This is an optimization exercise on Yosys and OpenROAD, whose aim is small area, not a production implementation.
The RTL was checked by simulation tests, not by an equivalence proof against the original design.
No activity file was given, so power comes from the tool's default toggle rates.

**design/flow/run.sh**
```bash
#!/bin/bash
# synth_recipe.tcl (not shown) runs the flow's synth.tcl, then flattens the netlist and writes it again
# the make line also repeats each setting of config.mk as NAME=value (left out here)
make -C /OpenROAD-flow-scripts/flow DESIGN_CONFIG=/design/flow/config.mk WORK_HOME=/design/flow/orfs CLKGATE_MAP_FILE= SYNTH_SCRIPT=/design/flow/synth_recipe.tcl finish
```
**design/flow/config.mk**
```make
export PLATFORM = sky130hd
export DESIGN_NAME = mem_req_buffer
export DESIGN_NICKNAME = mem_req_buffer
export VERILOG_FILES = /design/flow/design.v
export SDC_FILE = /design/flow/constraint.sdc
export NUM_CORES = 4
export LEC_CHECK = 0
export CAP_MARGIN = 20
export CORE_MARGIN = 2
export CORE_UTILIZATION = 40
export SLEW_MARGIN = 20
```
**design/flow/constraint.sdc**
```tcl
create_clock -name core_clock -period 8.0 [get_ports {clk}]
set_input_delay 1.6000 -clock core_clock [delete_from_list [all_inputs] [get_ports {clk}]]
set_output_delay 1.6000 -clock core_clock [all_outputs]
set_load 0.01 [all_outputs]
```
**design/flow/design.v**
```verilog
module mem_req_buffer #(
    parameter int width_words_p = 4,
    parameter int depth_p       = 4
) (
    input  logic                        clk,
    input  logic                        nreset,
    input  logic                        up_valid_i,
    output logic                        up_ready_o,
    input  logic                        up_we_i,
    input  logic [31:0]                 up_addr_i,
    input  logic [32*width_words_p-1:0] up_wdata_i,
    output logic                        up_valid_o,
    output logic [32*width_words_p-1:0] up_data_o,
    output logic                        dn_valid_o,
    input  logic                        dn_ready_i,
    output logic                        dn_we_o,
    output logic [31:0]                 dn_addr_o,
    output logic [32*width_words_p-1:0] dn_wdata_o,
    input  logic                        dn_valid_i,
    input  logic [32*width_words_p-1:0] dn_data_i
);
    localparam int data_w_lp = 32 * width_words_p;
    localparam int off_w_lp  = $clog2(width_words_p * 4);
    localparam int idx_w_lp  = $clog2(depth_p);
    localparam int ptr_w_lp  = idx_w_lp + 1;
    function automatic logic same_block(input logic [31:0] a, input logic [31:0] b);
        same_block = (a[31:off_w_lp] == b[31:off_w_lp]);
    endfunction
    logic [depth_p-1:0]   ent_we_q, ent_we_d;
    logic [depth_p-1:0][31:0]          ent_addr_q;
    logic [depth_p-1:0][31:0]          ent_addr_d;
    logic [depth_p-1:0][data_w_lp-1:0] ent_wdata_q;
    logic [depth_p-1:0][data_w_lp-1:0] ent_wdata_d;
    logic [ptr_w_lp-1:0]  wr_ptr_q, wr_ptr_d;
    logic [ptr_w_lp-1:0]  rd_ptr_q, rd_ptr_d;
    logic                 rd_pending_q, rd_pending_d;
    logic                 dn_busy_q, dn_busy_d;
    logic                 dn_is_rd_q, dn_is_rd_d;
    logic                 up_valid_q, up_valid_d;
    logic [data_w_lp-1:0] up_data_q, up_data_d;
    logic [ptr_w_lp-1:0]  count_s;
    logic                 empty_s;
    logic                 full_s;
    logic [idx_w_lp-1:0]  rd_idx_s;
    logic [idx_w_lp-1:0]  wr_idx_s;
    logic                 accept_s;
    logic                 issue_s;
    logic                 push_s;
    logic                 coal_s;
    logic                 rsp_rd_s;
    logic [depth_p-1:0][idx_w_lp-1:0]  slot_s;
    logic [depth_p-1:0]   fwd_match_s;
    logic                 fwd_hit_s;
    logic [data_w_lp-1:0] fwd_data_s;
    assign count_s  = wr_ptr_q - rd_ptr_q;
    assign empty_s  = (wr_ptr_q == rd_ptr_q);
    assign full_s   = (count_s == ptr_w_lp'(depth_p));
    assign rd_idx_s = rd_ptr_q[idx_w_lp-1:0];
    assign wr_idx_s = wr_ptr_q[idx_w_lp-1:0];
    assign up_ready_o = ~full_s & ~rd_pending_q & ~nreset;
    assign accept_s   = up_valid_i & up_ready_o;
    assign dn_valid_o = ~empty_s & ~dn_busy_q;
    assign issue_s    = dn_valid_o & dn_ready_i;
    assign rsp_rd_s   = dn_valid_i & dn_busy_q & dn_is_rd_q;
    assign dn_we_o    = ent_we_q[rd_idx_s];
    assign dn_addr_o  = ent_addr_q[rd_idx_s];
    assign dn_wdata_o = ent_wdata_q[rd_idx_s];
    assign up_valid_o = up_valid_q;
    assign up_data_o  = up_data_q;
    always_comb begin
        fwd_data_s = {data_w_lp{1'b0}};
        for (int i = 0; i < depth_p; i++) begin
            slot_s[i]      = idx_w_lp'(rd_ptr_q + ptr_w_lp'(i));
            fwd_match_s[i] = (ptr_w_lp'(i) < count_s) & ent_we_q[slot_s[i]]
                             & same_block(ent_addr_q[slot_s[i]], up_addr_i);
            fwd_data_s     = fwd_match_s[i] ? ent_wdata_q[slot_s[i]] : fwd_data_s;
        end
        fwd_hit_s = |fwd_match_s;
    end
    assign coal_s = 1'b0;
    assign push_s = accept_s & (up_we_i ? ~coal_s : ~fwd_hit_s);
    always_comb begin
        ent_we_d    = ent_we_q;
        ent_addr_d  = ent_addr_q;
        ent_wdata_d = ent_wdata_q;
        if (push_s) begin
            ent_we_d[wr_idx_s]    = up_we_i;
            ent_addr_d[wr_idx_s]  = up_addr_i;
            ent_wdata_d[wr_idx_s] = up_wdata_i;
            wr_ptr_d              = wr_ptr_q + ptr_w_lp'(1);
        end
        else begin
            wr_ptr_d = wr_ptr_q;
        end
        if (issue_s) begin
            rd_ptr_d   = rd_ptr_q + ptr_w_lp'(1);
            dn_busy_d  = 1'b1;
            dn_is_rd_d = ~ent_we_q[rd_idx_s];
        end else if (dn_valid_i & dn_busy_q) begin
            rd_ptr_d   = rd_ptr_q;
            dn_busy_d  = 1'b0;
            dn_is_rd_d = dn_is_rd_q;
        end else begin
            rd_ptr_d   = rd_ptr_q;
            dn_busy_d  = dn_busy_q;
            dn_is_rd_d = dn_is_rd_q;
        end
        if (rsp_rd_s) begin
            up_valid_d   = 1'b1;
            up_data_d    = dn_data_i;
            rd_pending_d = 1'b0;
        end else if (accept_s & (up_we_i | fwd_hit_s)) begin
            up_valid_d   = 1'b1;
            up_data_d    = up_we_i ? {data_w_lp{1'b0}} : fwd_data_s;
            rd_pending_d = rd_pending_q;
        end else if (accept_s) begin
            up_valid_d   = 1'b0;
            up_data_d    = {data_w_lp{1'b0}};
            rd_pending_d = 1'b1;
        end else begin
            up_valid_d   = 1'b0;
            up_data_d    = {data_w_lp{1'b0}};
            rd_pending_d = rd_pending_q;
        end
    end
    always_ff @(posedge clk) begin
        if (nreset) begin
            ent_we_q     <= {depth_p{1'b0}};
            for (int i = 0; i < depth_p; i++) begin
                ent_addr_q[i]  <= 32'h0000_0000;
                ent_wdata_q[i] <= {data_w_lp{1'b0}};
            end
            wr_ptr_q     <= {ptr_w_lp{1'b0}};
            rd_ptr_q     <= {ptr_w_lp{1'b0}};
            rd_pending_q <= 1'b0;
            dn_busy_q    <= 1'b0;
            dn_is_rd_q   <= 1'b0;
            up_valid_q   <= 1'b0;
            up_data_q    <= {data_w_lp{1'b0}};
        end else begin
            ent_we_q     <= ent_we_d;
            ent_addr_q   <= ent_addr_d;
            ent_wdata_q  <= ent_wdata_d;
            wr_ptr_q     <= wr_ptr_d;
            rd_ptr_q     <= rd_ptr_d;
            rd_pending_q <= rd_pending_d;
            dn_busy_q    <= dn_busy_d;
            dn_is_rd_q   <= dn_is_rd_d;
            up_valid_q   <= up_valid_d;
            up_data_q    <= up_data_d;
        end
    end
endmodule
```
==> qor.csv, run 1 <==
metric;value;unit
outcome;complete, no violations;
grt_pass1_vias;37182;
switchingPower;4230;uW
syn-num-nets;4275;
synth_edf_count;0;
antenna_found_initial;30;
setup_viol_count_final;0;
nFillCells;10243;
cts-htree-levels;3;
port_buffers;585;
hold_path.class;register to register;
fin_area;0.0558;mm^2
min_period;5.97;ns
max_slew_margin;30.6;%
cts-resized-gates;0;
ant_nets;0;
ys_types;69;
overflow;0;
yosys.area.top_type;dfxtp_1;
vias;38549;
die_h;344;um
hold_buffers;0;
syn_area;0.0462;mm^2
cp.arrival;6.59;ns
layout-drive-gt1-share;19.6;%
place_congestion;0.957;
sw_frac_of_total;33.1;%
p_leak;0.0175;uW
drt_wl_total;167000;um
core-area;0.115;mm^2
drv_cap;0;
stdcell_count;5868;
whs;0.473;ns
synthArstFlopShare;0;%
cts.sinks;782;
core.rowCount;124;
numCtsBuffers;91;
fmax;167;MHz
fin_tns_setup;0;ns
avgViaCountPerCell;6.57;
synth_top_area_share;33.9;%
syn-instance-count;3973;
rsz0062_at_grt;no;
power.density;229;mW/mm^2
fin_crit_sh;74.7;%
synth_warnings;1;
design.die.area;0.118;mm^2
regToRegStartpoint;rd_ptr_q[1];
worst_ep_required_time;8.62;ns
grt_pass1_wl;249000;um
min_from;ent_addr_q[66];
grt_max_degree;170;
path_class;register to register;
placedInstanceArea;0.0526;mm^2
comb_power_share;31.3;%
post_drt_wl_per_cell;28.5;um
first_pass_iters;7;
internal_power;8550;uW
cp-start-kind;register;
drtIter0Drc;3715;
nets;4566;
ys_seq_area_share;33.9;%
syn2layout_area_growth;20.8;%
dp_cells;5683;
die_w;344;um
final-max-slew-violation-count;0;
final_cell_mix;780 x dfxtp_1, 642 x a22o_1, 602 x mux4_2, 585 x clkdlybuf4s50_1, 286 x nand2_1;
cts_buffer_depth;3;
cts_tree;built;
finalClockSkew;0.0295;ns
finalHoldViolations;0;
syn_avg_cell_area;11.6;um^2
crit_path_start;rd_ptr_q[1];
synth_ff_type;dfxtp_1;
synth_seq_cells;782;
start_util;40.4;%
route.detailed.drc;0;
end_kind;register;
post-cts-setup-buffer-count;0;
mostFrequentLayoutCell;dfxtp_1;
power_frac_seq;34.2;%
synthTopCellsByArea;dfxtp_1 34%, mux4_2 29%, a22o_1 12%;
globalRouteTotalUtil;27.5;%
io_pins;586;
root_buffer;clkbuf_16;
p_clk_share;34.5;%
worstPathMaxFanout;59;
ir_worst_vdd;0.191;mV
clk_pin_slew;0.06;ns
clock_latency;0.69;ns
worst_pin_slew;1.04;ns
place_hpwl;101000;um
[final timing paths]
| kind | endpoint | slack, ns | cells past startpoint |
|---|---|---|---|
| max | ent_wdata_q[282] | 2.03 | 10 |
| min | ent_addr_q[66] | 0.47 | 1 |
| max reg2reg | ent_wdata_q[282] | 2.03 | 10 |
| min reg2reg | ent_addr_q[66] | 0.47 | 1 |
[sequential cells by signal, summed over array words and instances (netlist names)]
register	flops
dn_busy_q	1
dn_is_rd_q	1
ent_addr_q	128
ent_wdata_q	512
ent_we_q	4
rd_pending_q	1
rd_ptr_q	3
up_data_q	128
up_valid_q	1
wr_ptr_q	3
[critical path: stages (launching register included)]
cell and delay [ns]:
dfxtp_4 0.76, ha_4 0.83, mux4_2 0.62, xnor2_1 0.37, nand4_1 0.20, a2111oi_0 0.86
nand4_1 0.35, o2111ai_4 0.36, a211o_4 0.80, buf_12 0.40, a22o_1 0.22
[per-layer routing]
layer  up-vias  global-route usage, %  part of all wire [%]  wire [um]
li1      16611                      -                     -          -
met1     19657                   37.9                    41      68700
met2      1911                   43.0                    47      78000
met3       338                   5.75                   9.0      15000
met4        32                   9.89                   3.3       5500
met5         -                      0                  0.13        212
[through the flow]
stage               setup WS (ns)  util, %  power (uW)
CTS                          2.05     48.7       12900
global route                 1.76     48.7       13300
floorplan                    3.25        -        7270
global placement             1.90     46.0        8420
detailed placement           1.89     46.0        8460
finish                       2.03     48.7       12800
[layout make-up]
cell class / count / area [um^2] / share of cell area, %
well taps: 1512 / 1890 / 3.39
flip-flops and latches: 782 / 15700 / 28.1
multi-input cells: 2598 / 27900 / 50.0
clock inverters: 37 / 509 / 0.912
diodes: 16 / 40.0 / 0.0717
repair buffers: 648 / 6650 / 11.9
clock buffers: 132 / 2640 / 4.73
inverters: 143 / 537 / 0.962
[cell families after synthesis]
| family | count (synthesis) | share of synthesized area (%) |
|---|---|---|
| muxes | 688 | 31.2 |
| xor gates and xnor gates | 102 | 1.96 |
| and+or+nand+nor | 414 | 3.98 |
| adders and majority gates | 8 | 0.233 |
| DFF | 782 | 33.9 |
| buffers and inverters | 593 | 6.03 |
| AOI/OAI and AO/OA | 1386 | 22.7 |
[power groups by stage]
| stage | sequential [uW] | combinational (uW) | clock (uW) |
|---|---|---|---|
| after floorplan | 4330 | 2940 | 0 |
| after global placement | 4430 | 3990 | 0 |
| after detailed placement | 4450 | 4010 | 0 |
| after CTS | 4360 | 4030 | 4480 |
| after global routing | 4410 | 4250 | 4640 |
| final | 4370 | 4000 | 4410 |
[synthesized netlist by cell type, types with 45 or more instances]
master and count:
a21oi_1 278, a22o_1 642, a2bb2oi_1 132, buf_2 130, buf_6 45, clkbuf_1 228, dfxtp_1 782, inv_1 140
mux2i_1 74, mux4_2 602, nand2_1 286, o211ai_1 137, o21ai_0 133, xnor2_1 93
==> run 2, diff against run 1 <==
==> design/flow/design.v (replaced) <==
module mem_req_buffer #(
    parameter int width_words_p = 4,
    parameter int depth_p       = 4
) (
    input  logic                        clk,
    input  logic                        nreset,
    input  logic                        up_valid_i,
    output logic                        up_ready_o,
    input  logic                        up_we_i,
    input  logic [31:0]                 up_addr_i,
    input  logic [32*width_words_p-1:0] up_wdata_i,
    output logic                        up_valid_o,
    output logic [32*width_words_p-1:0] up_data_o,
    output logic                        dn_valid_o,
    input  logic                        dn_ready_i,
    output logic                        dn_we_o,
    output logic [31:0]                 dn_addr_o,
    output logic [32*width_words_p-1:0] dn_wdata_o,
    input  logic                        dn_valid_i,
    input  logic [32*width_words_p-1:0] dn_data_i
);
    localparam int data_w_lp = 32 * width_words_p;
    localparam int off_w_lp  = $clog2(width_words_p * 4);
    localparam int n_lp      = 4;
    logic [n_lp-1:0]                 ent_we_q;
    logic [n_lp-1:0][31:0]           ent_addr_q;
    logic [n_lp-1:0][data_w_lp-1:0]  ent_data_q;
    logic [n_lp-1:0]                 vld_q;
    logic [n_lp-1:0]                 wr_oh_q;
    logic [n_lp-1:0]                 rd_oh_q;
    logic [n_lp-1:0]                 up_sel_q;
    logic                            rd_pending_q;
    logic                            busy_q;
    logic                            is_rd_q;
    logic                            up_valid_q;
    logic                 full_s, empty_s;
    logic                 accept_s, issue_s, rsp_s, push_s, hit_s;
    logic [n_lp-1:0]      match_s, sel_s;
    logic [data_w_lp-1:0] wdata_in_s;
    assign full_s  = &vld_q;
    assign empty_s = ~|vld_q;
    assign up_ready_o = ~full_s & ~rd_pending_q & ~nreset;
    assign accept_s   = up_valid_i & up_ready_o;
    assign dn_valid_o = ~empty_s & ~busy_q;
    assign issue_s    = dn_valid_o & dn_ready_i;
    assign rsp_s      = dn_valid_i & busy_q & is_rd_q;
    assign up_valid_o = up_valid_q;
    always_comb begin
        dn_we_o    = 1'b0;
        dn_addr_o  = '0;
        dn_wdata_o = '0;
        up_data_o  = '0;
        for (int k = 0; k < n_lp; k++) begin
            dn_we_o    = dn_we_o    | (rd_oh_q[k] & ent_we_q[k]);
            dn_addr_o  = dn_addr_o  | ({32{rd_oh_q[k]}} & ent_addr_q[k]);
            dn_wdata_o = dn_wdata_o | ({data_w_lp{rd_oh_q[k]}} & ent_data_q[k]);
            up_data_o  = up_data_o  | ({data_w_lp{up_sel_q[k]}} & ent_data_q[k]);
        end
    end
    always_comb begin
        for (int k = 0; k < n_lp; k++) begin
            logic [31:0] a;
            a          = ent_addr_q[k];
            match_s[k] = vld_q[k] & ent_we_q[k] & (a[31:off_w_lp] == up_addr_i[31:off_w_lp]);
        end
        for (int k = 0; k < n_lp; k++) begin
            logic open;
            open     = 1'b1;
            sel_s[k] = match_s[k];
            for (int d = 1; d < n_lp; d++) begin
                open     = open & ~wr_oh_q[(k + d) % n_lp];
                sel_s[k] = sel_s[k] & ~(open & match_s[(k + d) % n_lp]);
            end
        end
        hit_s = |match_s;
    end
    assign push_s     = accept_s & (up_we_i | ~hit_s);
    assign wdata_in_s = rd_pending_q ? dn_data_i : up_wdata_i;
    always_ff @(posedge clk) begin
        for (int k = 0; k < n_lp; k++) begin
            if (wr_oh_q[k] & accept_s) begin
                ent_we_q[k]   <= up_we_i;
                ent_addr_q[k] <= up_addr_i;
            end
            if (wr_oh_q[k] & (accept_s | rsp_s))
                ent_data_q[k] <= wdata_in_s;
        end
        up_sel_q <= rsp_s ? wr_oh_q : ({n_lp{~up_we_i}} & sel_s);
        if (issue_s)
            is_rd_q <= ~dn_we_o;
    end
    always_ff @(posedge clk) begin
        if (nreset) begin
            vld_q        <= '0;
            wr_oh_q      <= n_lp'(1);
            rd_oh_q      <= n_lp'(1);
            rd_pending_q <= 1'b0;
            busy_q       <= 1'b0;
            up_valid_q   <= 1'b0;
        end else begin
            if (push_s) begin
                vld_q   <= vld_q | wr_oh_q;
                wr_oh_q <= {wr_oh_q[n_lp-2:0], wr_oh_q[n_lp-1]};
            end
            if (issue_s) begin
                vld_q   <= (push_s ? (vld_q | wr_oh_q) : vld_q) & ~rd_oh_q;
                rd_oh_q <= {rd_oh_q[n_lp-2:0], rd_oh_q[n_lp-1]};
                busy_q  <= 1'b1;
            end else if (dn_valid_i) begin
                busy_q  <= 1'b0;
            end
            if (rsp_s)
                rd_pending_q <= 1'b0;
            else if (accept_s & ~up_we_i & ~hit_s)
                rd_pending_q <= 1'b1;
            up_valid_q <= rsp_s | (accept_s & (up_we_i | hit_s));
        end
    end
endmodule
==> run 2 against run 1 <==
  * Total power shrank 33%
  * Sequential power shrank 6.2%
  * Synthesized area is 37% lower
  * Critical path depth decreased by 6
  * Non-clock buffer count fell by 38
  * Setup slack better by 0.76 ns
  * First-iteration DRC count decreased by 42%
  * Routed wire length down 43%
  * Maximum frequency increased by 15%
  * Combinational power down 67%
  * Critical path type is now register to output port
==> qor.csv, run 2 <==
metric;value;unit
outcome;complete, no violations;
place_hpwl;59000;um
port_buffers;585;
drv_cap;0;
dp_cells;3464;
synth.most_common_cell;edfxtp_1;
setup_viol_count_final;0;
synth_warnings;1;
path_class;register to output port;
syn_area;0.0291;mm^2
total_power;8600;uW
antenna_found_initial;2;
regToRegStartpoint;rd_pending_q;
nets;2885;
clk_pin_slew;0.06;ns
place_congestion;0.815;
start_util;40.5;%
design.die.area;0.0748;mm^2
mostFrequentLayoutCell;edfxtp_1;
synth_edf_count;645;
synth_top_area_share;66.6;%
syn_avg_cell_area;14.2;um^2
drtIter0Drc;2160;
reg2reg_to;ent_data_q[408];
ys_seq_area_share;67.9;%
ir_worst_vdd;0.139;mV
min_period;5.21;ns
hold_buffers;0;
syn2layout_area_growth;31.4;%
cts-htree-levels;3;
worst_hold_path.num_cells;2;
hold_path.class;register to register;
post_drt_wl_per_cell;26.6;um
fin_area;0.0382;mm^2
post-cts-setup-buffer-count;0;
io_pins;586;
worst_ep_required_time;6.40;ns
drt_wl_total;95600;um
root_buffer;clkbuf_16;
ys_types;39;
vias;20900;
cts_buffer_depth;3;
globalRouteTotalUtil;24.5;%
synthTopCellsByArea;edfxtp_1 67%, a22oi_1 15%, mux2_2 5.0%;
die_w;274;um
fin_tns_setup;0;ns
cts.sinks;664;
end_kind;output port;
finalClockSkew;0.0185;ns
final-max-slew-violation-count;0;
avgViaCountPerCell;5.81;
reg2regPathDepth;5;
first_pass_iters;6;
core.rowCount;98;
p_leak;0.0130;uW
synth_seq_cells;664;
overflow;0;
synth_ff_type;edfxtp_1;
max_slew_margin;21.3;%
syn-num-nets;2348;
rsz0062_at_grt;no;
cts_tree;built;
power.density;225;mW/mm^2
fmax;192;MHz
utilization;53.2;%
yosys.area.top_type;edfxtp_1;
ant_nets;0;
stdcell_count;3598;
reg_top3;ent_data_q x512, ent_addr_q x128;
finalHoldViolations;0;
grt_max_degree;148;
core-area;0.0717;mm^2
largest_register_ffs;512;
worst_pin_slew;1.18;ns
syn-instance-count;2054;
grt_pass1_vias;21050;
cp-start-kind;register;
numCtsBuffers;73;
worstPathMaxFanout;79;
clock_latency;0.62;ns
ys_top_cells_by_count;645 x edfxtp_1, 578 x a22oi_1, 301 x nand2_1;
route.detailed.drc;0;
die_h;274;um
grt_pass1_wl;137000;um
top_register;ent_data_q;
layout-drive-gt1-share;10.9;%
min_from;wr_oh_q[1];
cts-resized-gates;0;
synthArstFlopShare;0;%
cp.arrival;3.61;ns
final_cell_mix;645 x edfxtp_1, 585 x clkdlybuf4s50_1, 578 x a22oi_1, 301 x nand2_1, 128 x mux2_2;
rrSetupSlack;5.13;ns
placedInstanceArea;0.0359;mm^2
min_to;up_sel_q[0];
fin_crit_sh;65.1;%
==> run 2: cell count changes after synthesis, moves of 100 or more <==
cell and delta:
dfxtp_1 -763, edfxtp_1 +645, a22o_1 -641, mux4_2 -602, a22oi_1 +574, a21oi_1 -269
inv_1 -134, o211ai_1 -134, o21ai_0 -133, a2bb2oi_1 -132, buf_2 -130, mux2_2 +116
xor2_1 +100
==> run 2: kinds of logic (layout without fill, tap and decap cells) <==
group,Yosys count,count (layout),synth area share [%]
xor gates and xnor gates,112,112,3.37
muxes,131,131,5.06
DFF,664,664,67.9
other,0,3,0
buffers and inverters,154,745,1.99
and+or+nand+nor,389,389,6.09
AOI/OAI and AO/OA,604,604,15.5
==> run 2: worst max-delay path, cell delays in order (launching register included) <==
cell and delay [ns]:
dfxtp_4 0.85, buf_4 0.98, a22oi_1 0.23, nand2_1 0.27, clkdlybuf4s50_1 0.60
==> run 2: metal layers <==
layer | vias up | global-route usage (%) | part of all wire (%)
li1 | 9273 | - | -
met1 | 10469 | 32.7 | 40
met2 | 1008 | 40.5 | 49
met3 | 150 | 4.33 | 7.4
met4 | 0 | 7.87 | 3.2
met5 | - | 0 | 0
==> run 2: area by class of cell <==
type / count / area (um^2)
Fill cell: 5934 / 33500
Antenna cell: 3 / 7.51
Tap cell: 950 / 1190
Inverter: 6 / 22.5
Sequential cell: 664 / 19800
Multi-Input combinational cell: 1236 / 8780
Clock inverter: 46 / 384
Clock buffer: 83 / 1860
Timing Repair Buffer: 610 / 6160
==> run 2: worst max path at each step <==
stage	startpoint	to	cells past startpoint
2_1_floorplan	nreset	ent_data_q[128]	5
3_3_place_gp	nreset	up_ready_o	3
3_5_place_dp	nreset	up_ready_o	3
4_1_cts	up_sel_q[2]	up_data_o[109]	4
5_1_grt	up_sel_q[2]	up_data_o[109]	4
6_report	up_sel_q[2]	up_data_o[109]	4
==> run 2: report_power, final <==
part / total (uW) / internal, uW / switching, uW / leakage, uW
Combinational: 1320 / 618 / 706 / 0.00581
Sequential: 4100 / 4000 / 107 / 0.00604
Clock: 3170 / 1790 / 1380 / 0.00110
==> run 2: stage by stage <==
| step | hold WS [ns] | setup WS, ns |
|---|---|---|
| global placement | 0.478 | 2.86 |
| finish | 0.479 | 2.79 |
| CTS | 0.476 | 2.73 |
| floorplan | 0.460 | -0.536 |
| detailed placement | 0.467 | 2.85 |
| global route | 0.520 | 2.69 |
==> run 3, diff against run 2 <==
==> design/flow/flow/run.sh (new file) <==
#!/bin/bash
# Standard ORFS layout, with plain buf_1 port buffers and no CTS dummy loads.
set -euo pipefail
export BUFFER_PORTS_ARGS="-buffer_cell sky130_fd_sc_hd__buf_1"
export CTS_ARGS="-sink_clustering_enable -repair_clock_nets -dont_use_dummy_load"
bash standard.sh > standard_flow.log 2>&1
==> design/flow/standard.sh (new file) <==
#!/bin/bash
# synth_recipe.tcl (not shown) runs the flow's synth.tcl, then flattens the netlist and writes it again
# the make line also repeats each setting of config.mk as NAME=value (left out here)
make -C /OpenROAD-flow-scripts/flow DESIGN_CONFIG=/design/flow/config.mk WORK_HOME=/design/flow/orfs CLKGATE_MAP_FILE= SYNTH_SCRIPT=/design/flow/synth_recipe.tcl "${@:-finish}"
removed: design/flow/run.sh
==> run 3 against run 2 <==
  * Utilization down 5.8 points
  * Sequential share of layout area grew 6.3 points
  * Register-to-register slack got worse by 0.29 ns
  * Critical path type unchanged
  * Highest routed layer unchanged
==> qor.csv, run 3 <==
metric;value;unit
post_drt_wl_per_cell;25.6;um
crit_chain;buf_4 > a22oi_1 > nand2_1 > buf_1;
place_congestion;0.859;
min_from;wr_oh_q[1];
synth_warnings;1;
crit_path_start;up_sel_q[0];
largest_register_ffs;512;
synth.most_common_cell;edfxtp_1;
cts-htree-levels;3;
power.density;232;mW/mm^2
io_pins;586;
reg_top3;ent_data_q x512, ent_addr_q x128;
design.die.area;0.0748;mm^2
ys_seq_area_share;67.9;%
sw_frac_of_total;25.3;%
syn_area;0.0291;mm^2
vias;20817;
syn-num-nets;2348;
total_power;7900;uW
cts.sinks;664;
synth_seq_cells;664;
antenna_cells;0;
ys_top_cells_by_count;645 x edfxtp_1, 578 x a22oi_1, 301 x nand2_1;
final_cell_mix;645 x edfxtp_1, 585 x buf_1, 578 x a22oi_1, 301 x nand2_1, 128 x mux2_2;
whs;0.481;ns
post-cts-setup-buffer-count;0;
fin_tns_setup;0;ns
final-max-slew-violation-count;0;
synthTopCellsByArea;edfxtp_1 67%, a22oi_1 15%, mux2_2 5.0%;
fmax;213;MHz
cts-resized-gates;0;
grt_pass1_wl;130000;um
worst_pin_slew;1.16;ns
die_h;274;um
cts_buffer_depth;3;
grt_max_degree;102;
nFillCells;6386;
clock_latency;0.62;ns
cp-start-kind;register;
overflow;0;
synth_top_area_share;66.6;%
setup_viol_count_final;0;
slowest_stage;dfxtp_4;
path_class;register to output port;
worstPathMaxFanout;66;
syn_avg_cell_area;14.2;um^2
syn-instance-count;2054;
cts_tree;built;
cp.arrival;3.09;ns
worst_ep_required_time;6.40;ns
fin_crit_sh;58.6;%
min_period;4.69;ns
p_leak;0.0112;uW
start_util;40.5;%
grt_pass1_vias;20428;
top_register;ent_data_q;
antenna_found_initial;0;
end_kind;output port;
utilization;47.4;%
ys_types;39;
layout-drive-gt1-share;10.2;%
drv_cap;0;
yosys.area.top_type;edfxtp_1;
hold_buffers;0;
hold_path.class;register to register;
rrSetupSlack;4.84;ns
max_slew_margin;22.5;%
synth_edf_count;645;
rsz0062_at_grt;no;
port_buffers;585;
root_buffer;clkbuf_16;
finalHoldViolations;0;
switchingPower;2000;uW
slowest_delay;1.00;ns
clk_pin_slew;0.05;ns
syn2layout_area_growth;17.1;%
outcome;complete, no violations;
globalRouteTotalUtil;23.2;%
internal_power;5900;uW
p_clk_share;35.5;%
first_pass_iters;6;
ant_nets;0;
comb_power_share;12.5;%
ir_worst_vdd;0.131;mV
route.detailed.drc;0;
core.rowCount;98;
synth_ff_type;edfxtp_1;
synthArstFlopShare;0;%
drtIter0Drc;1991;
drt_wl_total;90800;um
die_w;274;um
mostFrequentLayoutCell;edfxtp_1;
avgViaCountPerCell;5.88;
regToRegStartpoint;vld_q[1];
core-area;0.0717;mm^2
numCtsBuffers;73;
finalClockSkew;0.0695;ns
place_hpwl;57100;um
power_frac_seq;52.0;%
nets;2889;
## run 3: logic make-up after synthesis
group	after synthesis	synth area share, %
buffers and inverters	154	1.99
and+or+nand+nor	389	6.09
DFF	664	67.9
xor gates and xnor gates	112	3.37
muxes	131	5.06
AOI/OAI and AO/OA	604	15.5
## run 3: final timing paths
path                          end  cells past startpoint
setup / recovery   up_data_o[109]                      4
hold / removal        up_sel_q[0]                      2
setup reg to reg  ent_data_q[245]                      6
hold reg to reg       up_sel_q[0]                      2
## run 3: power groups by stage
stage / registers, uW / logic (uW) / clock network (uW)
after floorplan: 4130 / 560 / 0
after global placement: 4160 / 984 / 0
after detailed placement: 4170 / 993 / 0
after CTS: 4100 / 998 / 2850
after global routing: 4110 / 1060 / 2980
final: 4100 / 987 / 2810
## run 3: area by class of cell
cell class                      instances  area, um^2  share of cell area [%]
Inverter                                6        22.5                  0.0662
Multi-Input combinational cell       1236        8780                    25.8
Sequential cell                       664       19800                    58.1
Timing Repair Buffer                  614        2430                    7.13
Clock buffer                           73        1830                    5.37
Tap cell                              950        1190                    3.49
## run 3: stage by stage
step | area, um^2 | instances | setup WS (ns)
6_report | 34000 | 3543 | 3.31
5_1_grt | 34000 | 3543 | 3.16
4_1_cts | 34000 | 3543 | 3.28
3_5_place_dp | 32200 | 3470 | 3.25
3_3_place_gp | 32200 | 3470 | 3.40
2_1_floorplan | 29100 | 2054 | -0.536
## run 3: routing by layer
| metal | wire (um) | vias up | track usage, % |
|---|---|---|---|
| met5 | 0 | - | 0 |
| met4 | 1950 | 0 | 5.88 |
| met3 | 7040 | 115 | 4.18 |
| met2 | 45600 | 966 | 39.2 |
| met1 | 36200 | 10531 | 30.8 |
| li1 | - | 9205 | - |
## run 3: worst max-delay path, delay by kind of cell (launching register included)
family / cells / cell delay (ns)
and+or+nand+nor: 1 / 0.20
DFF: 1 / 1.00
buffers and inverters: 2 / 1.01
AOI/OAI and AO/OA: 1 / 0.23
==> run 4, diff against run 3 <==
==> design/flow/flow/run.sh (replaced) <==
#!/bin/bash
# Standard ORFS layout, with plain buf_1 port buffers and a clock tree of
# clkbuf_8 buffers over larger sink clusters, without CTS dummy loads.
set -euo pipefail
export BUFFER_PORTS_ARGS="-buffer_cell sky130_fd_sc_hd__buf_1"
export CTS_ARGS="-sink_clustering_enable -repair_clock_nets -dont_use_dummy_load -buf_list sky130_fd_sc_hd__clkbuf_8 -sink_clustering_size 14 -sink_clustering_max_diameter 60"
bash standard.sh > standard_flow.log 2>&1
--- a/design/flow/config.mk
+++ b/design/flow/config.mk
@@ -7,5 +7,5 @@
 export LEC_CHECK = 0
 export CAP_MARGIN = 20
 export CORE_MARGIN = 2
-export CORE_UTILIZATION = 40
+export CORE_UTILIZATION = 55
 export SLEW_MARGIN = 20
==> run 4 against run 3 <==
  * Final cell count is 8.1% lower
  * Total power is 15% lower
  * Global-route usage is 6.9 points higher
  * Maximum frequency is 2.5% lower
  * Hold slack better by 0.022 ns
  * Synthesized cell count stayed put
  * Setup slack worse by 0.12 ns
  * Die area is 27% lower
  * Non-clock buffer count is 6 lower
  * Clock power is 41% lower
  * Via count is 0.66% lower
  * Synthesized area stayed put
  * Critical path type unchanged
==> qor.csv, run 4 <==
metric;value;unit
hold_buffers;0;
end_kind;output port;
nets;2864;
syn-num-nets;2348;
cts_tree;built;
outcome;complete, no violations;
drt_wl_total;85800;um
avgViaCountPerCell;6.35;
place_hpwl;52700;um
syn-instance-count;2054;
cts_buffer_depth;3;
p_leak;0.0107;uW
top_layer;met5;
die_h;234;um
fin_tns_setup;0;ns
post_drt_wl_per_cell;26.3;um
synth-xor-area-share;3.37;%
power.density;206;mW/mm^2
synth_top_family_by_area;compound AO/OA/AOI/OAI gates;
root_buffer;clkbuf_8;
synth_edf_count;645;
post-cts-setup-buffer-count;0;
syn2layout_area_growth;12.3;%
syn_area;0.0291;mm^2
nFillCells;4077;
finalHoldViolations;0;
place_congestion;0.858;
synth_top_area_share;66.6;%
core-area;0.0524;mm^2
port_buffers;585;
min_period;4.81;ns
synth_compound_gate_area_share;15.5;%
antenna_found_initial;1;
top_register;ent_data_q;
finalClockSkew;0.0444;ns
dr_wl_met3;6760;um
first_pass_iters;5;
reg2regPathDepth;6;
synth_ff_type;edfxtp_1;
cp-endpoint;dn_addr_o[10];
ys_top_cells_by_count;645 x edfxtp_1, 578 x a22oi_1, 301 x nand2_1;
cts.sinks;664;
route.detailed.drc;0;
final_cell_mix;645 x edfxtp_1, 585 x buf_1, 578 x a22oi_1, 301 x nand2_1, 128 x mux2_2;
path_class;register to output port;
reg_top3;ent_data_q x512, ent_addr_q x128;
core.rowCount;84;
layout-drive-gt1-share;9.31;%
hold_path.class;register to register;
clk_pin_slew;0.10;ns
cts-resized-gates;0;
synthArstFlopShare;0;%
reg2reg_to;ent_data_q[44];
worst_ep_required_time;6.40;ns
vias;20679;
ff_latch_area;0.0198;mm^2
setup_viol_count_final;0;
synthTopCellsByArea;edfxtp_1 67%, a22oi_1 15%, mux2_2 5.0%;
start_util;55.4;%
cts-htree-levels;2;
worst_pin_slew;1.16;ns
drv_cap;0;
fin_area;0.0326;mm^2
regToRegStartpoint;vld_q[0];
fmax;208;MHz
mostFrequentLayoutCell;edfxtp_1;
largest_register_ffs;512;
cp.arrival;3.21;ns
syn_avg_cell_area;14.2;um^2
synth-simple-area-share;6.09;%
globalRouteTotalUtil;30.1;%
crit_path_start;rd_oh_q[1];
stdcell_count;3256;
clock_latency;0.68;ns
design.die.area;0.0547;mm^2
placedInstanceArea;0.0319;mm^2
synth_seq_cells;664;
synthMuxAreaShare;5.06;%
yosys.area.top_type;edfxtp_1;
grt_pass1_vias;19785;
worstPathMaxFanout;71;
numCtsBuffers;54;
ant_nets;0;
cp-start-kind;register;
io_pins;586;
die_w;234;um
rsz0062_at_grt;no;
multiInputGateArea;0.00879;mm^2
dp_cells;3201;
ir_worst_vdd;0.137;mV
drtIter0Drc;1986;
fin_crit_sh;60.1;%
antenna_cells;0;
overflow;0;
max_slew_margin;22.9;%
m1WireLength;33500;um
final-max-slew-violation-count;0;
grt_pass1_wl;122000;um
ys_seq_area_share;67.9;%
synth_warnings;1;
synth.most_common_cell;edfxtp_1;
grt_max_degree;129;
yosys.area_share.adder;0;%
wl_met2;41800;um
rrSetupSlack;4.54;ns
ys_types;39;
==> run 4: cell types whose count changed in the layout (fill, tap and decap cells not counted) <==
cell	previous run	this run
buf_12	1	6
buf_4	28	17
clkbuf_16	73	0
clkbuf_8	0	54
nor2_2	4	2
nor2_4	6	8
==> run 4: critical path, cell delays in order (launching register included) <==
cell and delay (ns):
dfxtp_4 1.05, buf_4 0.83, a22oi_1 0.18, nand2_1 0.16, buf_1 0.22
==> run 4: per-layer routing <==
layer	global-route usage [%]	vias up
li1	-	9148
met1	41.0	10439
met2	48.4	934
met3	5.23	156
met4	12.5	2
met5	0	-
==> run 4: area by class of cell <==
class	instances	area share, %
clock buffers	54	2.28
inverters	6	0.0690
multi-input cells	1236	26.9
flip-flops and latches	664	60.6
well taps	688	2.64
repair buffers	608	7.49
==> run 4: per-stage QoR <==
stage                     util [%]  hold WS (ns)  worst slack, ns  power, uW
final                         62.2         0.503             3.19       6720
after global routing          62.2         0.530             3.05       6950
after CTS                     62.2         0.501             3.14       6750
after detailed placement      60.8         0.475             3.01       5150
after global placement        60.8         0.481             3.11       5130
after floorplan                  -         0.460           -0.536       4690
==> run 4: worst min path at each step <==
stage	endpoint	start	cells after the start	slack (ns)
6_report	up_sel_q[0]	wr_oh_q[1]	2	0.50
5_1_grt	up_sel_q[0]	wr_oh_q[1]	2	0.53
4_1_cts	up_sel_q[0]	wr_oh_q[1]	2	0.50
3_5_place_dp	up_sel_q[0]	wr_oh_q[1]	2	0.47
3_3_place_gp	up_sel_q[0]	wr_oh_q[1]	2	0.48
2_1_floorplan	up_sel_q[0]	wr_oh_q[1]	2	0.46
==> run 4: kinds of logic (layout without fill, tap and decap cells) <==
family | after synthesis | in the layout
AO/OA/AOI/OAI | 604 | 604
flip-flops | 664 | 664
multiplexers | 131 | 131
AND/OR/NAND/NOR | 389 | 389
buffers and inverters | 154 | 668
XOR/XNOR | 112 | 112
==> run 4: power breakdown <==
part	switching (uW)	total (uW)	leakage (uW)	internal, uW
Clock	1040	1650	0.000388	601
Combinational	649	956	0.00426	307
Sequential	131	4120	0.00604	3990
Total	1820	6720	0.0107	4900
==> run 5, diff against run 4 <==
==> design/flow/flow/run.sh (replaced) <==
#!/bin/bash
# Standard ORFS layout, with plain buf_1 port buffers and a clock tree of
# clkbuf_8 buffers over larger sink clusters, without CTS dummy loads.
set -euo pipefail
export BUFFER_PORTS_ARGS="-buffer_cell sky130_fd_sc_hd__buf_1"
export CTS_ARGS="-sink_clustering_enable -repair_clock_nets -dont_use_dummy_load -buf_list sky130_fd_sc_hd__clkbuf_8 -sink_clustering_size 17 -sink_clustering_max_diameter 60"
bash standard.sh > standard_flow.log 2>&1
--- a/design/flow/config.mk
+++ b/design/flow/config.mk
@@ -7,5 +7,5 @@
 export LEC_CHECK = 0
 export CAP_MARGIN = 20
 export CORE_MARGIN = 2
-export CORE_UTILIZATION = 55
+export CORE_UTILIZATION = 65
 export SLEW_MARGIN = 20
==> run 5 against run 4 <==
  * Setup slack lost 0.099 ns
  * Largest cell class unchanged
  * Utilization up 11 points
  * Critical endpoint is now dn_wdata_o[71]
  * Largest power group unchanged
  * Synthesized cell count unchanged
  * Flip-flop and latch count unchanged
==> qor.csv, run 5 <==
metric;value;unit
mostFrequentLayoutCell;edfxtp_1;
cp-start-kind;register;
power.density;203;mW/mm^2
top_usage_layer;met2;
port_buffers;585;
top_register;ent_data_q;
place_hpwl;51600;um
die_w;215;um
vias;20976;
synth_ff_type;edfxtp_1;
ir_worst_vdd;0.167;mV
numCtsBuffers;47;
avgViaCountPerCell;6.64;
syn-instance-count;2054;
hold_path.class;register to register;
cp.arrival;3.31;ns
hold_buffers;0;
p_clk_share;23.2;%
cts-htree-levels;2;
max_slew_margin;21.6;%
p_leak;0.0106;uW
grt_pass1_vias;20540;
cts_buffer_depth;3;
place_congestion;0.900;
synth_edf_count;645;
core.rowCount;77;
synth_warnings;1;
grt_pass1_wl;121000;um
cts.sinks;664;
synth.most_common_cell;edfxtp_1;
reg_top3;ent_data_q x512, ent_addr_q x128;
globalRouteTotalUtil;34.7;%
fin_crit_sh;61.4;%
start_util;65.7;%
antenna_found_initial;6;
place_ws;3.52;ns
clock_latency;0.68;ns
ant_nets;0;
setup_slack;3.09;ns
comb_power_share;14.4;%
rsz0062_at_grt;no;
drt_wl_total;83000;um
cts-resized-gates;0;
core-area;0.0442;mm^2
largest_register_ffs;512;
internal_power;4820;uW
final_cell_mix;645 x edfxtp_1, 585 x buf_1, 578 x a22oi_1, 301 x nand2_1, 128 x mux2_2;
ys_types;39;
grt_max_degree;129;
die_h;215;um
synth_top_area_share;66.6;%
design.die.area;0.0464;mm^2
syn_avg_cell_area;14.2;um^2
min_period;4.91;ns
sw_frac_of_total;26.8;%
post-cts-setup-buffer-count;0;
root_buffer;clkbuf_8;
fin_tns_setup;0;ns
worst_ep_required_time;6.40;ns
syn-num-nets;2348;
synthArstFlopShare;0;%
met3_usage;5.92;%
worst_pin_slew;1.18;ns
drtIter0Drc;2575;
first_pass_iters;5;
final-max-slew-violation-count;0;
switchingPower;1770;uW
overflow;0;
syn2layout_area_growth;11.6;%
outcome;complete, no violations;
yosys.area.top_type;edfxtp_1;
synth_seq_cells;664;
setup_viol_count_final;0;
finalHoldViolations;0;
route.detailed.drc;0;
path_class;register to output port;
io_pins;586;
syn_area;0.0291;mm^2
nets;2858;
ys_top_cells_by_count;645 x edfxtp_1, 578 x a22oi_1, 301 x nand2_1;
layout-drive-gt1-share;9.09;%
drv_cap;0;
synthTopCellsByArea;edfxtp_1 67%, a22oi_1 15%, mux2_2 5.0%;
met2_usage;56.5;%
ys_seq_area_share;67.9;%
cts_tree;built;
grtUsageMet1;47.1;%
fmax;204;MHz
finalClockSkew;0.0514;ns
dp_cells;3106;
worstPathMaxFanout;71;
end_kind;output port;
power_frac_seq;62.4;%
post_drt_wl_per_cell;26.3;um
stdcell_count;3160;
clk_pin_slew;0.11;ns
-- run 5: stage by stage --
stage	total power (uW)	hold WS, ns	util, %	area [um^2]
finish	6590	0.496	73.4	32500
global route	6800	0.540	73.4	32500
CTS	6590	0.498	73.3	32400
detailed placement	5130	0.468	71.8	31800
global placement	5110	0.477	71.8	31700
floorplan	4690	0.460	-	29100
-- run 5: final cells by class --
type                    instances  area [um^2]
clock buffers                  47          647
flip-flops and latches        664        19800
diodes                          6         15.0
repair buffers                609         2460
well taps                     592          741
inverters                       6         22.5
multi-input cells            1236         8790
fillers                      3006        11800
-- run 5: logic make-up after synthesis --
| kind of cell | Yosys count | share of synthesized area (%) |
|---|---|---|
| AO/OA/AOI/OAI | 604 | 15.5 |
| multiplexers | 131 | 5.06 |
| XOR/XNOR | 112 | 3.37 |
| flip-flops | 664 | 67.9 |
| AND/OR/NAND/NOR | 389 | 6.09 |
| buffers and inverters | 154 | 1.99 |
-- run 5: path summary, 6_finish.rpt --
path / start / cells past startpoint / slack, ns / endpoint
setup / recovery: rd_oh_q[2] / 4 / 3.09 / dn_wdata_o[71]
hold / removal: wr_oh_q[1] / 2 / 0.50 / up_sel_q[0]
setup reg to reg: rd_pending_q / 5 / 4.84 / ent_data_q[418]
hold reg to reg: wr_oh_q[1] / 2 / 0.50 / up_sel_q[0]
-- run 5: critical path, stage by stage (launching register included) --
cell,delay [ns]
dfxtp_4,1.02
buf_4,0.86
a22oi_1,0.21
nand2_1,0.17
buf_1,0.27
-- run 5: power by group through the flow --
stage	logic, uW	clock network, uW	registers [uW]
2_1_floorplan	560	0	4130
3_3_place_gp	926	0	4180
3_5_place_dp	940	0	4190
4_1_cts	944	1540	4110
5_1_grt	1010	1650	4130
6_report	950	1530	4120
-- run 5: layer usage --
metal  vias up  routed length, um
met2      1267              40800
met5         -                  0
met4         0               3430
li1       9138                  -
met3       162               7950
met1     10409              30800
==> run 6, diff against run 5 <==
--- a/design/flow/design.v
+++ b/design/flow/design.v
@@ -53,9 +53,13 @@
         for (int k = 0; k < n_lp; k++) begin
             dn_we_o    = dn_we_o    | (rd_oh_q[k] & ent_we_q[k]);
             dn_addr_o  = dn_addr_o  | ({32{rd_oh_q[k]}} & ent_addr_q[k]);
+        end
+        for (int k = 0; k < n_lp - 1; k++) begin
             dn_wdata_o = dn_wdata_o | ({data_w_lp{rd_oh_q[k]}} & ent_data_q[k]);
             up_data_o  = up_data_o  | ({data_w_lp{up_sel_q[k]}} & ent_data_q[k]);
         end
+        dn_wdata_o = ~(~dn_wdata_o & ({data_w_lp{~rd_oh_q[n_lp-1]}} | ent_data_q[n_lp-1]));
+        up_data_o  = ~(~up_data_o  & ({data_w_lp{~up_sel_q[n_lp-1]}} | ent_data_q[n_lp-1]));
     end
     always_comb begin
         for (int k = 0; k < n_lp; k++) begin
@@ -83,7 +87,7 @@
                 ent_addr_q[k] <= up_addr_i;
             end
             if (wr_oh_q[k] & (accept_s | rsp_s))
-                ent_data_q[k] <= wdata_in_s;
+                ent_data_q[k] <= (k == n_lp - 1) ? ~wdata_in_s : wdata_in_s;
         end
         up_sel_q <= rsp_s ? wr_oh_q : ({n_lp{~up_we_i}} & sel_s);
         if (issue_s)
==> design/flow/flow/run.sh (replaced) <==
#!/bin/bash
# The standard synthesis with ABC on an area script, then the standard ORFS
# layout with buf_1 port buffers and a clkbuf_8 clock tree without dummy loads.
set -euo pipefail
W=$PWD
export MY_ABC_SCRIPT=$W/flow/area.abc
cat $W/flow/abc_override.tcl $W/synth_recipe.tcl > $W/my_synth.tcl
sed "s#SYNTH_SCRIPT=[^ ]*#SYNTH_SCRIPT=$W/my_synth.tcl#" $W/standard.sh > $W/my_standard.sh
grep -q "SYNTH_SCRIPT=$W/my_synth.tcl" $W/my_standard.sh
bash $W/my_standard.sh synth > $W/synth_flow.log 2>&1
export BUFFER_PORTS_ARGS="-buffer_cell sky130_fd_sc_hd__buf_1"
export CTS_ARGS="-sink_clustering_enable -repair_clock_nets -dont_use_dummy_load -buf_list sky130_fd_sc_hd__clkbuf_8 -sink_clustering_size 16 -sink_clustering_max_diameter 60"
bash $W/standard.sh > $W/standard_flow.log 2>&1
==> design/flow/flow/abc_override.tcl (new file) <==
# Run ABC on an area-oriented script (flow/area.abc) instead of the flow's
# speed script; everything else in the synthesis is the standard flow's own.
proc abc {args} {
  set i [lsearch -exact $args -script]
  if {$i >= 0} { lset args [expr {$i + 1}] $::env(MY_ABC_SCRIPT) }
  set i [lsearch -exact $args -D]
  if {$i >= 0} { set args [lreplace $args $i [expr {$i + 1}]] }
  puts "abc (area script): $args"
  yosys abc {*}$args
}
==> design/flow/flow/area.abc (new file) <==
&get -n
&st
&dch -f
&nf -a -R 1000
&put
==> run 6 against run 5 <==
  * Global-route usage grew 0.68 points
  * Via count fell by 0.39%
  * Synthesized area fell by 5.0%
  * Critical path type unchanged
  * Critical endpoint is now up_data_o[52]
  * Largest cell class unchanged
==> qor.csv, run 6 <==
metric;value;unit
drv_cap;0;
p_clk_share;25.4;%
post_drt_wl_per_cell;26.7;um
fmax;209;MHz
overflow;0;
sw_frac_of_total;23.7;%
start_util;65.9;%
cts-htree-levels;2;
synthArstFlopShare;0;%
avgViaCountPerCell;6.97;
synth_warnings;1;
numCtsBuffers;49;
comb_power_share;9.8;%
root_buffer;clkbuf_8;
grt_max_degree;87;
switchingPower;1450;uW
cts.sinks;664;
drtIter0Drc;3750;
hold_path.class;register to register;
syn-instance-count;1784;
place_congestion;0.906;
ys_top_cells_by_count;645 x edfxtp_1, 288 x a222oi_1, 271 x o21ai_0;
grt_pass1_wl;118000;um
synth_ff_type;edfxtp_1;
synth_seq_cells;664;
syn_avg_cell_area;15.5;um^2
regToRegStartpoint;rd_pending_q;
final-max-slew-violation-count;0;
die_w;210;um
largest_register_ffs;512;
route.detailed.drc;0;
stdcell_count;2996;
outcome;complete, no violations;
worst_ep_required_time;6.40;ns
rrSetupSlack;4.65;ns
end_kind;output port;
nFillCells;2757;
antenna_found_initial;7;
top_register;ent_data_q;
crit_path_start;up_sel_q[0];
cts_buffer_depth;3;
clk_pin_slew;0.10;ns
reg_top3;ent_data_q x512, ent_addr_q x128;
min_period;4.78;ns
clock_latency;0.67;ns
placedInstanceArea;0.0307;mm^2
max_slew_margin;26.2;%
drt_wl_total;80000;um
path_class;register to output port;
internal_power;4670;uW
cp-start-kind;register;
yosys.area_share.adder;0;%
fin_area;0.0315;mm^2
synthMuxAreaShare;4.75;%
layout-drive-gt1-share;3.64;%
globalRouteTotalUtil;35.3;%
synth_top_area_share;70.1;%
worst_pin_slew;1.11;ns
cts-resized-gates;0;
mostFrequentLayoutCell;edfxtp_1;
power_frac_seq;64.8;%
syn_area;0.0276;mm^2
finalHoldViolations;0;
reg2regPathDepth;6;
ff_latch_area;0.0198;mm^2
synthTopCellsByArea;edfxtp_1 70%, a222oi_1 10%, o21ai_0 4.9%;
worst_hold_path.num_cells;2;
synth_compound_gate_area_share;17.7;%
rsz0062_at_grt;no;
cts_tree;built;
p_leak;0.00923;uW
power.density;194;mW/mm^2
synth_top_family_by_area;compound AO/OA/AOI/OAI gates;
syn2layout_area_growth;13.8;%
cp.arrival;3.18;ns
final_cell_mix;645 x edfxtp_1, 585 x buf_1, 288 x a222oi_1, 271 x o21ai_0, 167 x clkinv_1;
synth-xor-area-share;1.65;%
finalClockSkew;0.0555;ns
synth.most_common_cell;edfxtp_1;
core-area;0.0419;mm^2
nets;2741;
reg2reg_to;ent_data_q[246];
post-cts-setup-buffer-count;0;
synth_edf_count;645;
hold_buffers;0;
setup_viol_count_final;0;
io_pins;586;
grt_pass1_vias;20276;
first_pass_iters;11;
core.rowCount;75;
place_hpwl;51000;um
fin_crit_sh;59.8;%
dp_cells;2935;
multiInputGateArea;0.00726;mm^2
yosys.area.top_type;edfxtp_1;
ys_seq_area_share;71.5;%
ys_types;36;
die_h;210;um
port_buffers;585;
cp-endpoint;up_data_o[52];
worstPathMaxFanout;76;
synth-simple-area-share;2.11;%
ir_worst_vdd;0.178;mV
fin_tns_setup;0;ns
vias;20894;
design.die.area;0.0442;mm^2
syn-num-nets;2078;
ant_nets;0;
[run 6: cell count changes after synthesis, sizes merged, moves of 16 or more]
cell	previous run	this run
a22oi	578	1
a222oi	0	288
o21ai	0	271
nand2	301	58
clkinv	0	169
clkbuf	134	0
mux2	128	0
mux2i	3	131
xor2	108	28
o22ai	0	23
xnor2	4	24
a221oi	0	16
nor4	26	10
[run 6: worst min path at each step]
| stage | startpoint | endpoint | slack [ns] |
|---|---|---|---|
| floorplan | busy_q | busy_q | 0.45 |
| global placement | busy_q | busy_q | 0.47 |
| detailed placement | busy_q | busy_q | 0.49 |
| CTS | busy_q | busy_q | 0.50 |
| global route | busy_q | busy_q | 0.51 |
| finish | busy_q | busy_q | 0.50 |
[run 6: power by group through the flow]
stage          combinational (uW)  clock, uW  sequential, uW
6_report                      596       1560            3960
5_1_grt                       640       1670            3970
4_1_cts                       590       1570            3960
3_5_place_dp                  589          0            4040
3_3_place_gp                  574          0            4030
2_1_floorplan                 306          0            4060
[run 6: worst max-delay path, cell delays in order, from the launching register on]
cell,delay (ns)
dfxtp_4,0.81
buf_4,0.88
a222oi_1,0.23
o21ai_0,0.25
buf_1,0.30
[run 6: kinds of logic (layout without fill, tap and decap cells)]
logic type | after synthesis | after routing
flip-flops | 664 | 664
AO/OA/AOI/OAI | 646 | 646
buffers and inverters | 169 | 830
multiplexers | 131 | 131
AND/OR/NAND/NOR | 122 | 122
XOR/XNOR | 52 | 52
other | 0 | 12
[run 6: layout make-up]
cell class | count | area share (%)
flip-flops and latches | 664 | 62.9
well taps | 539 | 2.14
repair buffers | 612 | 7.64
clock buffers | 49 | 2.14
inverters | 169 | 2.02
diodes | 12 | 0.0955
multi-input cells | 951 | 23.1
[run 6: stage by stage]
step           worst slack (ns)  hold WS, ns  util (%)  power [uW]
2_1_floorplan             0.717        0.452         -        4370
3_3_place_gp               3.62        0.473      73.3        4610
3_5_place_dp               3.55        0.486      73.3        4630
4_1_cts                    3.24        0.498      74.9        6120
5_1_grt                    3.09        0.511      74.9        6280
6_report                   3.22        0.498      75.0        6110
[run 6: routing by layer]
metal	part of all wire (%)	track usage, %	up-vias
met4	5.2	18.3	0
met3	11	5.77	219
met2	48	55.9	1488
met1	35	48.2	10167
met5	0	0	-
li1	-	-	9020
==> run 7, diff against run 6 <==
--- a/design/flow/design.v
+++ b/design/flow/design.v
@@ -31,7 +31,6 @@
     logic [n_lp-1:0]                 up_sel_q;
     logic                            rd_pending_q;
     logic                            busy_q;
-    logic                            is_rd_q;
     logic                            up_valid_q;
     logic                 full_s, empty_s;
     logic                 accept_s, issue_s, rsp_s, push_s, hit_s;
@@ -43,7 +42,7 @@
     assign accept_s   = up_valid_i & up_ready_o;
     assign dn_valid_o = ~empty_s & ~busy_q;
     assign issue_s    = dn_valid_o & dn_ready_i;
-    assign rsp_s      = dn_valid_i & busy_q & is_rd_q;
+    assign rsp_s      = dn_valid_i & busy_q & rd_pending_q & empty_s;
     assign up_valid_o = up_valid_q;
     always_comb begin
         dn_we_o    = 1'b0;
@@ -90,8 +89,6 @@
                 ent_data_q[k] <= (k == n_lp - 1) ? ~wdata_in_s : wdata_in_s;
         end
         up_sel_q <= rsp_s ? wr_oh_q : ({n_lp{~up_we_i}} & sel_s);
-        if (issue_s)
-            is_rd_q <= ~dn_we_o;
     end
     always_ff @(posedge clk) begin
         if (nreset) begin
--- a/design/flow/config.mk
+++ b/design/flow/config.mk
@@ -7,5 +7,5 @@
 export LEC_CHECK = 0
 export CAP_MARGIN = 20
 export CORE_MARGIN = 2
-export CORE_UTILIZATION = 65
+export CORE_UTILIZATION = 58
 export SLEW_MARGIN = 20
==> run 7 against run 6 <==
  * Clock power about the same
  * Via count down 0.46%
  * Sequential power is essentially flat
  * Utilization down 7.5 points
  * Combinational power down 3.9%
  * Total power is 0.13% lower
  * Die area grew 12%
  * Synthesized cell count is 1.2% higher
  * Clock skew rose by 0.011 ns
  * Register-to-register slack got worse by 0.06 ns
  * Final cell count is 2.7% higher
  * Maximum frequency decreased by 6.4%
  * Largest cell class unchanged
  * Largest power group unchanged
==> qor.csv, run 7 <==
metric;value;unit
finalClockSkew;0.0662;ns
nets;2756;
syn-num-nets;2100;
synth.most_common_cell;edfxtp_1;
ff_latch_area;0.0197;mm^2
die_h;222;um
utilization;67.5;%
nFillCells;3497;
multiInputGateArea;0.00723;mm^2
drtIter0Drc;3214;
layout-drive-gt1-share;3.33;%
core.rowCount;79;
reg_top3;ent_data_q x512, ent_addr_q x128;
cts.sinks;663;
top_register;ent_data_q;
fin_tns_setup;0;ns
cts_buffer_depth;3;
reg2reg_to;ent_data_q[287];
whs;0.524;ns
drt_wl_total;84800;um
root_buffer;clkbuf_8;
grtUsageMet1;44.8;%
synthArstFlopShare;0;%
ys_top_cells_by_count;644 x edfxtp_1, 289 x a222oi_1, 268 x o21ai_0;
route.detailed.drc;0;
synthTopCellsByArea;edfxtp_1 70%, a222oi_1 10%, o21ai_0 4.9%;
ys_types;39;
start_util;59.1;%
drv_cap;0;
grt_max_degree;129;
overflow;0;
top_usage_layer;met2;
worst_ep_required_time;6.40;ns
globalRouteTotalUtil;33.3;%
yosys.area.top_type;edfxtp_1;
total_power;6110;uW
crit_path_start;rd_oh_q[3];
clock_latency;0.70;ns
rrSetupSlack;4.59;ns
syn2layout_area_growth;14.2;%
final-max-slew-violation-count;0;
post_drt_wl_per_cell;27.6;um
regToRegStartpoint;rd_pending_q;
core-area;0.0468;mm^2
hold_path.class;register to register;
worstPathMaxFanout;70;
fmax;196;MHz
ir_worst_vdd;0.166;mV
synth_warnings;1;
grt_pass1_vias;20367;
fin_crit_sh;63.9;%
largest_register_ffs;512;
io_pins;586;
place_hpwl;52900;um
cp-start-kind;register;
max_slew_margin;28.6;%
cts_tree;built;
fin_area;0.0316;mm^2
outcome;complete, no violations;
p_leak;0.00917;uW
antenna_found_initial;9;
syn_avg_cell_area;15.3;um^2
first_pass_iters;8;
place_congestion;0.965;
finalHoldViolations;0;
synth_top_area_share;70.0;%
min_period;5.11;ns
synth_seq_cells;663;
avgViaCountPerCell;6.76;
cts-resized-gates;0;
end_kind;output port;
reg2regPathDepth;4;
post-cts-setup-buffer-count;0;
hold_buffers;0;
setup_viol_count_final;0;
ys_seq_area_share;71.4;%
numCtsBuffers;49;
synth_ff_type;edfxtp_1;
grt_pass1_wl;123000;um
cts-htree-levels;2;
cp.arrival;3.51;ns
final_cell_mix;644 x edfxtp_1, 585 x buf_1, 289 x a222oi_1, 268 x o21ai_0, 182 x clkinv_1;
die_w;222;um
syn_area;0.0276;mm^2
placedInstanceArea;0.0309;mm^2
synth_edf_count;644;
clk_pin_slew;0.09;ns
power.density;194;mW/mm^2
ant_nets;0;
port_buffers;585;
mostFrequentLayoutCell;edfxtp_1;
met3_usage;5.30;%
path_class;register to output port;
worst_pin_slew;1.07;ns
syn-instance-count;1806;
vias;20797;
design.die.area;0.0494;mm^2
met2_usage;55.4;%
cp-endpoint;dn_addr_o[9];
rsz0062_at_grt;no;
## run 7: cell types whose count changed in the layout (fill, tap and decap cells not counted), moves of 5 or more
cell and change:
a2111oi_0 -8, a211oi_1 +6, a221oi_1 +8, buf_12 +6, buf_4 -12, clkinv_1 +15
nand2_1 +12, nor3_1 +10, o2bb2ai_1 -5, xnor2_1 -15, xor2_1 -6
## run 7: worst max-delay path: stages, from the launching register on
cell and delay [ns]:
dfxtp_1 0.32, buf_4 0.27, inv_4 0.66, buf_4 0.79, o21ai_0 0.47, buf_1 0.23
## run 7: how the worst min path moves through the flow
stage           start     end  slack (ns)  cells after the start
2_1_floorplan  busy_q  busy_q        0.45                      2
4_1_cts        busy_q  busy_q        0.52                      2
5_1_grt        busy_q  busy_q        0.55                      2
3_5_place_dp   busy_q  busy_q        0.50                      2
6_report       busy_q  busy_q        0.52                      2
3_3_place_gp   busy_q  busy_q        0.47                      2
## run 7: routing by layer
layer | vias up | routed length (um)
met1 | 10261 | 31700
met5 | - | 28
met3 | 142 | 8360
met2 | 1291 | 41900
met4 | 4 | 2890
li1 | 9099 | -
## run 7: final cells by class
type	instances	share of cell area (%)
antenna	9	0.0714
clock buffer	49	2.14
inverter	184	2.20
multi-input combinational	959	22.9
sequential	663	62.6
tap	607	2.41
timing repair buffer	605	7.67
## run 7: report_power, final
| part | switching (uW) | total [uW] | internal [uW] | leakage (uW) |
|---|---|---|---|---|
| logic | 375 | 573 | 198 | 0.00282 |
| clock network | 1030 | 1580 | 549 | 0.000352 |
| registers | 57.2 | 3960 | 3900 | 0.00600 |
## run 7: metrics by stage
stage | std cells | setup slack, ns
after detailed placement | 3018 | 3.33
after global placement | 3018 | 3.43
after global routing | 3073 | 2.76
final | 3076 | 2.89
after CTS | 3067 | 2.86
after floorplan | 1806 | 1.23
## run 7: kinds of logic (layout without fill, tap and decap cells)
| group | after synthesis | after routing | share of synthesized area, % |
|---|---|---|---|
| buffers and inverters | 184 | 838 | 2.50 |
| muxes | 131 | 131 | 4.75 |
| other | 0 | 9 | 0 |
| AOI/OAI and AO/OA | 660 | 660 | 18.1 |
| and+or+nand+nor | 137 | 137 | 2.30 |
| DFF | 663 | 663 | 71.4 |
| xor gates and xnor gates | 31 | 31 | 0.983 |
==> run 8, diff against run 7 <==
--- a/design/flow/config.mk
+++ b/design/flow/config.mk
@@ -7,5 +7,5 @@
 export LEC_CHECK = 0
 export CAP_MARGIN = 20
 export CORE_MARGIN = 2
-export CORE_UTILIZATION = 58
+export CORE_UTILIZATION = 65
 export SLEW_MARGIN = 20
==> run 8 against run 7 <==
  * Critical path depth down 1
  * Combinational power up 1%
  * Sequential power about the same
  * Flip-flop and latch count unchanged
  * Cell area down 0.42%
  * Via count up 2.4%
  * Maximum frequency up 1.8%
  * Global-route usage up 3.5 points
  * Synthesized cell count unchanged
  * First-iteration DRC count up 22%
  * Clock power about the same
  * Routed wire length down 1.2%
  * Critical endpoint unchanged
  * Largest power group unchanged
==> qor.csv, run 8 <==
metric;value;unit
route.detailed.drc;0;
syn-instance-count;1806;
outcome;complete, no violations;
synth_top_area_share;70.0;%
synth_warnings;1;
avgViaCountPerCell;7.07;
min_to;busy_q;
start_util;65.9;%
core.rowCount;75;
clock_latency;0.67;ns
synthArstFlopShare;0;%
hold_path.class;register to register;
fin_crit_sh;62.8;%
cts_buffer_depth;3;
mostFrequentLayoutCell;edfxtp_1;
port_buffers;585;
reg_top3;ent_data_q x512, ent_addr_q x128;
synth_edf_count;644;
ys_types;39;
fin_tns_setup;0;ns
die_w;210;um
synthTopCellsByArea;edfxtp_1 70%, a222oi_1 10%, o21ai_0 4.9%;
vias;21289;
first_pass_iters;11;
ir_worst_vdd;0.154;mV
cts_tree;built;
drv_cap;0;
cp.arrival;3.42;ns
design.die.area;0.0442;mm^2
stdcell_count;3012;
place_hpwl;54100;um
power.density;194;mW/mm^2
whs;0.497;ns
die_h;210;um
nets;2761;
antenna_found_initial;11;
max_slew_margin;25.6;%
rsz0062_at_grt;no;
worst_hold_path.num_cells;2;
syn_area;0.0276;mm^2
cp-start-kind;register;
post-cts-setup-buffer-count;0;
largest_register_ffs;512;
ant_nets;0;
cts-resized-gates;0;
setup_viol_count_final;0;
globalRouteTotalUtil;36.8;%
cts.sinks;663;
dp_cells;2956;
crit_chain;clkinv_2 > buf_4 > o21ai_0 > buf_1;
root_buffer;clkbuf_8;
fmax;199;MHz
layout-drive-gt1-share;3.53;%
numCtsBuffers;48;
overflow;0;
path_class;register to output port;
final_cell_mix;644 x edfxtp_1, 585 x buf_1, 289 x a222oi_1, 268 x o21ai_0, 182 x clkinv_1;
finalHoldViolations;0;
io_pins;586;
worst_pin_slew;1.12;ns
grt_pass1_wl;122000;um
syn_avg_cell_area;15.3;um^2
ys_seq_area_share;71.4;%
cts-htree-levels;2;
drtIter0Drc;3932;
yosys.area.top_type;edfxtp_1;
worst_ep_required_time;6.40;ns
worstPathMaxFanout;78;
place_congestion;0.978;
grt_pass1_vias;20621;
drt_wl_total;83800;um
core-area;0.0419;mm^2
grt_max_degree;89;
min_from;busy_q;
reg2regPathDepth;6;
finalClockSkew;0.0636;ns
synth.most_common_cell;edfxtp_1;
clk_pin_slew;0.10;ns
rrSetupSlack;4.62;ns
reg2reg_to;ent_data_q[417];
ys_top_cells_by_count;644 x edfxtp_1, 289 x a222oi_1, 268 x o21ai_0;
min_period;5.02;ns
end_kind;output port;
synth_ff_type;edfxtp_1;
regToRegStartpoint;rd_pending_q;
syn-num-nets;2100;
slowest_stage;buf_4;
slowest_delay;0.75;ns
post_drt_wl_per_cell;27.8;um
synth_seq_cells;663;
p_leak;0.00918;uW
hold_buffers;0;
nFillCells;2734;
syn2layout_area_growth;13.7;%
top_register;ent_data_q;
final-max-slew-violation-count;0;
==> run 8: cell count changes in the layout (fill, tap and decap cells not counted), sizes merged <==
| cell | previous run | this run |
|---|---|---|
| buf | 605 | 611 |
| clkbuf | 49 | 48 |
| clkinv | 183 | 184 |
| diode | 9 | 8 |
| inv | 1 | 0 |
==> run 8: kinds of logic (layout without fill, tap and decap cells) <==
kind of cell    Yosys count  in the layout  synth area share (%)
compound gates          660            660                  18.1
xor+xnor                 31             31                 0.983
buf+inv                 184            843                  2.50
flops                   663            663                  71.4
mux                     131            131                  4.75
other cells               0              8                     0
simple gates            137            137                  2.30
==> run 8: how the worst max path moves through the flow <==
stage / start / end / slack [ns] / cells after the start
3_3_place_gp: up_addr_i[25] / wr_oh_q[3] / 3.46 / 10
3_5_place_dp: up_addr_i[29] / vld_q[2] / 3.38 / 11
2_1_floorplan: rd_pending_q / ent_data_q[384] / 1.23 / 4
5_1_grt: rd_oh_q[3] / dn_addr_o[9] / 2.80 / 4
6_report: rd_oh_q[3] / dn_addr_o[9] / 2.98 / 4
4_1_cts: rd_oh_q[3] / dn_wdata_o[90] / 3.09 / 4
==> run 8: layer usage <==
metal | routed length [um] | GRT usage, %
met1 | 29300 | 49.4
met2 | 41200 | 59.8
met3 | 9920 | 6.87
met4 | 3400 | 15.9
met5 | 27 | 0
==> run 8: area by class of cell <==
type / instances / area [um^2] / area share, %
diodes: 8 / 20.0 / 0.0637
multi-input cells: 959 / 7230 / 23.0
well taps: 539 / 674 / 2.15
repair buffers: 611 / 2390 / 7.61
clock buffers: 48 / 661 / 2.10
flip-flops and latches: 663 / 19700 / 62.8
inverters: 184 / 693 / 2.21
==> run 8: report_power, final <==
group          internal, uW  leakage [uW]  switching (uW)  total [uW]
clock                   539      0.000345            1010        1550
sequential             3900       0.00600            49.0        3950
combinational           197       0.00283             384         581
==> run 8: stage by stage <==
step	power (uW)	util, %	cell area, um^2	worst slack (ns)
floorplan	4340	-	27600	1.23
global placement	4580	73.3	30700	3.46
detailed placement	4600	73.3	30700	3.38
CTS	6070	74.9	31400	3.09
global route	6230	74.9	31400	2.80
finish	6080	74.9	31400	2.98
==> run 8: worst max-delay path, delay by kind of cell, from the launching register on <==
kind,cells,cell delay (ns)
AO/OA/AOI/OAI,1,0.64
buffers and inverters,3,1.70
flip-flops,1,0.39

-- what the ideal ports hide --
How much do the figures lean on ideal ports? The routed layouts below were timed once more, with nothing changed but the port constraints. Step 1 assumes that a clkbuf_16 drives the clock port and a buf_2 every other input. Step 2 also shifts input and output timing later by t, the mid clock arrival at the registers, as if the neighbouring blocks saw the same clock. a / b / c = ideal / step 1 / step 2; a / b = the first two.
run | shift t [ns] | setup WS [ns] | worst slew at a driven data input, ns | pins driven straight from the clock port
run 1 | 0.748 | 2.027 / 2.027 / 1.722 | 0.18 | 1
run 2 | 0.671 | 2.789 / 2.734 / 2.773 | 0.08 | 1
run 3 | 0.640 | 3.310 / 3.252 / 3.239 | 0.08 | 1
run 4 | 0.715 | 3.188 / 3.128 / 2.957 | 0.08 | 1
run 5 | 0.703 | 3.089 / 3.032 / 3.427 | 0.10 | 1
run 6 | 0.700 | 3.220 / 3.165 / 3.431 | 0.12 | 1
run 7 | 0.723 | 2.890 / 2.833 / 3.138 | 0.12 | 1
run 8 | 0.693 | 2.979 / 2.925 / 3.203 | 0.16 | 1
After both steps setup and hold are still met in every run listed. For run 1, which loses most, drivers alone change the setup slack by 0.000 ns; drivers and shift together by -0.305 ns.
